From an optimization exercise on the open Yosys and OpenROAD flow, aimed at small area, a short achievable clock period and few clock cycles per item; shortcuts taken in it are not production practice. At most, simulation tests tie the RTL to the original design; equivalence was not proved. Power is estimated from default activity; no workload was simulated.

== run A ==
// lru_key_value_cache
module lru_key_value_cache #(
  parameter int MAX_ENTRIES = MAX_ENTRIES_DEF
) (
  input  wire                     clk,
  input  wire                     rst_n,
  input  wire                     start,
  output logic                    busy,
  input  wire                     in_opcode,
  input  wire  signed [KEY_W-1:0] in_key,
  input  wire  signed [VAL_W-1:0] in_value,
  output logic                    out_strobe,
  output logic                    out_hit,
  output logic signed [VAL_W-1:0] out_read_value,
  input  wire                     cfg_we,
  input  wire         [CAP_W-1:0] cfg_wdata
);
Size: about 3500 cells after synthesis, roughly 1400 flip-flops, ~110 I/O pins, ~52000 sq um of cells after synthesis.
clock: 6.5 ns
lec_check: 0
cap_margin: 20
core_margin: 2
core_utilization: 60
cts_cluster_diameter: 60
cts_cluster_size: 24
place_density: 0.72
setup_slack_margin: 4.05
slew_margin: 20
standard.sh (not shown) runs the stock make flow with config.mk's settings and CLKGATE_MAP_FILE= SYNTH_SCRIPT=/design/flow/synth_recipe.tcl, a recipe that flattens the netlist after the stock synthesis.
==> flow/flow/run.sh <==
#!/bin/bash
# Standard layout, with clock tree synthesis told not to add dummy loads and
# the port buffers started from the smallest buffer.
set -euo pipefail
export CTS_ARGS="-sink_clustering_enable -repair_clock_nets -dont_use_dummy_load -sink_clustering_size 24 -sink_clustering_max_diameter 60"
export BUFFER_PORTS_ARGS="-buffer_cell sky130_fd_sc_hd__buf_1"
bash standard.sh > standard.log 2>&1
Testbench counts of run A, summed over its fixed seeds: cycles 16,048, items 16,000.
[inputs] run B vs run A
Settings: a change of SETUP_SLACK_MARGIN from 4.05 to 4.0; a change of CTS_CLUSTER_SIZE from 24 to 28.
diff --git a/flow/flow/run.sh b/flow/flow/run.sh
--- a/flow/flow/run.sh
+++ b/flow/flow/run.sh
@@ -5 +5 @@
-export CTS_ARGS="-sink_clustering_enable -repair_clock_nets -dont_use_dummy_load -sink_clustering_size 24 -sink_clustering_max_diameter 60"
+export CTS_ARGS="-sink_clustering_enable -repair_clock_nets -dont_use_dummy_load -sink_clustering_size 28 -sink_clustering_max_diameter 60"
Notes after the runs:
Changes observed in run B relative to run A: count of non-filler cells in the finished layout roughly the same, total chip power lower, final critical delay including setup and external delays higher.
#### Input delta (run C over run B)
Settings: a change of CTS_CLUSTER_SIZE from 28 to 24; a change of PLACE_DENSITY from 0.72 to 0.68.
diff --git a/flow/flow/run.sh b/flow/flow/run.sh
--- a/flow/flow/run.sh
+++ b/flow/flow/run.sh
@@ -5 +5 @@
-export CTS_ARGS="-sink_clustering_enable -repair_clock_nets -dont_use_dummy_load -sink_clustering_size 28 -sink_clustering_max_diameter 60"
+export CTS_ARGS="-sink_clustering_enable -repair_clock_nets -dont_use_dummy_load -sink_clustering_size 24 -sink_clustering_max_diameter 60"
Results
Comparing run B and run C, the lower total number of cells along the worst setup path was measured on run B.
Compare run B and run C | proportion of cell area occupied by registers higher: run B
Total buffers and inverters traversed by the critical path, run B and run C: smaller value in run B
[run C] area growth from synthesis to final layout rose 0.60 points relative to run B
Looking at final core area utilization, run C sits above run B.
Re total clock network power: run B was lower than run C.
Run C has less setup slack than run B.
Between run B and run C, the combinational cell fraction of total power figures differ only marginally.
Run C vs. run B: wire length of the first global-routing pass went up by about 3.3%.
> inputs changed (run C -> run D)
Settings: a change of PLACE_DENSITY from 0.68 to 0.72.
[summary]
Compared with run C, in run D number of diodes moved down, count of clock-buffer cells in the layout fell by 7, maximum ir drop on the vdd rail increased by about 40% relative to the old numbers, first-pass GRT wire length -about 3%, number of global-route vias before repair picked up an extra 195.
Compared with run C, run D ends up with a smaller final cell area.

---

## wip/xenon
lru_key_value_cache, a different RTL version from the one above (not shown whole).
For scale: about 1400 flip-flops, about 0.053 mm2 of cells after synthesis.
export LEC_CHECK = 0
export CAP_MARGIN = 20
export CORE_MARGIN = 2
export CORE_UTILIZATION = 70
export CTS_CLUSTER_DIAMETER = 60
export CTS_CLUSTER_SIZE = 24
export SETUP_SLACK_MARGIN = 4.0
export SLEW_MARGIN = 20
create_clock -name core_clock -period 6.5 [get_ports {clk}]
==> flow/flow/run.sh <==
#!/bin/bash
# Standard layout, with clock tree synthesis told not to add dummy loads and
# the port buffers started from the smallest buffer.
set -euo pipefail
export CTS_ARGS="-sink_clustering_enable -repair_clock_nets -dont_use_dummy_load -sink_clustering_size 24 -sink_clustering_max_diameter 60"
export BUFFER_PORTS_ARGS="-buffer_cell sky130_fd_sc_hd__buf_1"
bash standard.sh > standard.log 2>&1
Testbench counts of wip/xenon, summed over its fixed seeds: cycles 16,048, items 16,000.
Inputs modified between wip/xenon and wip/willow:
diff --git a/flow/config.mk b/flow/config.mk
--- a/flow/config.mk
+++ b/flow/config.mk
@@ -8,7 +8,8 @@
 export CAP_MARGIN = 20
 export CORE_MARGIN = 2
-export CORE_UTILIZATION = 70
+export CORE_UTILIZATION = 60
 export CTS_CLUSTER_DIAMETER = 60
 export CTS_CLUSTER_SIZE = 24
+export PLACE_DENSITY = 0.72
 export SETUP_SLACK_MARGIN = 4.0
 export SLEW_MARGIN = 20
==> run summary <==
Looking at share of the clock period used by the worst path after layout, wip/willow sits 1.0 points below wip/xenon. Between wip/willow and wip/xenon, the initial core utilization is higher for wip/xenon. wip/willow against wip/xenon: source-to-sink clock delay at the later pin of the worst-skew pair climbed 30 ps; design area higher; die area +16%; setup slack climbed 68 ps; post-detailed-route wirelength per cell +1.6%. Lower area growth from synthesis to layout goes to wip/xenon over wip/willow. Wire length delta for wip/willow relative to wip/xenon: 6.1% higher. wip/xenon ended up with fewer cell instances than wip/willow did.
The following lists how wip/zinc was set up differently from wip/willow:
==> flow/flow/run.sh <==
#!/bin/bash
# Standard layout, with clock tree synthesis told not to add dummy loads and
# the port buffers started from the smallest buffer.
set -euo pipefail
export CTS_ARGS="-sink_clustering_enable -repair_clock_nets -dont_use_dummy_load -sink_clustering_size 16 -sink_clustering_max_diameter 45 -buf_list sky130_fd_sc_hd__clkbuf_8 -root_buf sky130_fd_sc_hd__clkbuf_16"
export BUFFER_PORTS_ARGS="-buffer_cell sky130_fd_sc_hd__buf_1"
bash standard.sh > standard.log 2>&1
diff --git a/flow/config.mk b/flow/config.mk
--- a/flow/config.mk
+++ b/flow/config.mk
@@ -9,6 +9,6 @@
 export CORE_MARGIN = 2
 export CORE_UTILIZATION = 60
-export CTS_CLUSTER_DIAMETER = 60
-export CTS_CLUSTER_SIZE = 24
+export CTS_CLUSTER_DIAMETER = 45
+export CTS_CLUSTER_SIZE = 16
 export PLACE_DENSITY = 0.72
 export SETUP_SLACK_MARGIN = 4.0
Notes after the runs:
- wip/willow and wip/zinc ended up with nearly the same worst hold slack.
- Clock period minus final worst setup slack sits lower in wip/zinc than in wip/willow.
- wip/willow -> wip/zinc: detailed-routing wirelength on met1 flat

---

lru_key_value_cache, a different RTL version from the one above (not shown whole).
Size in the first run: roughly 3200 cells after synthesis, roughly 110 I/O pins, roughly 0.051 sq mm of cells after synthesis.
## lru_key_value_cache
module lru_key_value_cache #(
  parameter int MAX_ENTRIES = MAX_ENTRIES_DEF
) (
  input  wire                     clk,
  input  wire                     rst_n,
  input  wire                     start,
  output logic                    busy,
  input  wire                     in_opcode,
  input  wire  signed [KEY_W-1:0] in_key,
  input  wire  signed [VAL_W-1:0] in_value,
  output logic                    out_strobe,
  output logic                    out_hit,
  output logic signed [VAL_W-1:0] out_read_value,
  input  wire                     cfg_we,
  input  wire         [CAP_W-1:0] cfg_wdata
);
Settings: LEC_CHECK=0, ABC_CLOCK_PERIOD_IN_PS=2500, CAP_MARGIN=20, CORE_MARGIN=2, CORE_UTILIZATION=40, SETUP_SLACK_MARGIN=4.0, SLEW_MARGIN=20; clock period 6.5 ns.
run.sh (not shown) runs the stock make flow with config.mk's settings and CLKGATE_MAP_FILE= SYNTH_SCRIPT=/design/flow/synth_recipe.tcl, a recipe that flattens the netlist after the stock synthesis.
Stock flow here: none of the scripts above is used.
The starting point finished with timing, DRC and antenna clean.
Testbench counts at the start, summed over its fixed seeds: cycles 16,048, items 16,000.
Then changed:
Settings changed: ABC_CLOCK_PERIOD_IN_PS 2500 to unset, SETUP_SLACK_MARGIN 4.0 to unset.
The changed run produced a clean layout.
Non-clock buffer count shrinks by 315.
Final area came out lower by about 12%.
Core utilization drops by 6.2 points.
Sequential share of layout area goes up by 7.3 points.
Synthesized cell count stays the same.
Total power decreases by 1.4%.
Wire length came out lower by about 17%.
Maximum frequency drops by 36%.
Global-route usage falls by 3.3 points.
Setup slack loses 1.8 ns.
Clock skew came out lower by 0.0063 ns.
Then changed:
Settings changed: SETUP_SLACK_MARGIN set to 4.0.
=> The changed run completed without violations; sequential power is about the same; design area increases by 13%; hold slack hardly moves; critical path depth rises by 5; worst setup slack is better by 1.8 ns; via count goes up by 12%; total power rose by about 1.4%; synthesized area stays the same; maximum frequency grows by 57%; non-clock buffer count climbs by 315; synthesized cell count stays the same.

---

Setup of build 12:
lru_key_value_cache, a different RTL version from the one above (not shown whole).
Size: about 3100 cells after synthesis, about 1300 flip-flops, ~110 I/O pins.
Settings: LEC_CHECK=0, CAP_MARGIN=20, CORE_MARGIN=2, CORE_UTILIZATION=60, CTS_CLUSTER_DIAMETER=60, CTS_CLUSTER_SIZE=24, SETUP_SLACK_MARGIN=3.8, SLEW_MARGIN=20; clock period 6.5 ns.
standard.sh (not shown) runs the stock make flow with config.mk's settings and CLKGATE_MAP_FILE= SYNTH_SCRIPT=/design/flow/synth_recipe.tcl, a recipe that flattens the netlist after the stock synthesis.
==> flow/flow/run.sh <==
#!/bin/bash
# Standard layout, with clock tree synthesis told not to add dummy loads and
# the port buffers started from the smallest buffer.
set -euo pipefail
export CTS_ARGS="-sink_clustering_enable -repair_clock_nets -dont_use_dummy_load -sink_clustering_size 24 -sink_clustering_max_diameter 60"
export BUFFER_PORTS_ARGS="-buffer_cell sky130_fd_sc_hd__buf_1"
bash standard.sh > standard.log 2>&1
The final layout from build 12, which completed every stage, passed the timing, DRC and antenna checks at the end of the flow.
Relative to build 12, the following input files were edited for build 70:
Settings: swapping 3.8 for 4.0 in SETUP_SLACK_MARGIN.
### Flow results
The flow did not stop early for build 70: all stages ran, and the layout cleared the timing, DRC and antenna checks. Worst hold path stage count ends up lower on build 70. The combinational share of power number comes out higher for build 70 vs build 12. When the final numbers for build 12 and build 70 were put side by side, the post-route clock period utilization turned out to be smaller in build 12. Against build 12 as the reference, build 70 delivers a higher maximum net fanout on the critical path. Taking build 12 as the reference, in build 70 total power draw now larger, net switching power figure increased by 2.6% relative to the old numbers.
No run of this note included a check of the RTL's function; only the layout flow was run.

-- what the ideal ports hide --
Ports are ideal in the flow. The routed layouts listed here were re-timed in OpenROAD.
Step 1, drivers: a clkbuf_16 drives clk and a buf_2 each remaining input, both assumed.
Step 2 adds t to the input delays and takes it off the output delays; t is the mean of the earliest and latest rising clock arrival at the registers after step 1. Input paths then give back, and output paths get back, about the clock's delay inside the block.
a / b / c = ideal ports / drivers / drivers and shift; a / b = the first two.
run	t, ns	setup WS [ns]	worst setup path at the end
run A	0.720	4.032 / 3.963 / 3.362	input to register
run B	0.716	4.014 / 3.958 / 3.356	input to register
run C	0.724	3.977 / 3.955 / 3.299	input to register
run D	0.727	4.020 / 3.961 / 3.341	input to register
wip/xenon	0.711	3.898 / 3.898 / 3.286	input to register
wip/willow	0.708	3.966 / 3.962 / 3.362	input to register
wip/zinc	0.755	3.980 / 3.909 / 3.291	input to register
the first run of note 3	0.850	3.388 / 3.388 / 3.388	register to register
the second run of note 3	0.855	1.611 / 1.611 / 1.611	register to register
the third run of note 3	0.850	3.388 / 3.388 / 3.388	register to register
build 12	0.701	3.586 / 3.586 / 3.090	input to register
build 70	0.717	3.441 / 3.441 / 3.338	input to register
After both steps setup and hold are still met in every run listed. The setup slack of wip/zinc, which loses most, moves by -0.071 ns with the drivers and by -0.689 ns with both steps.
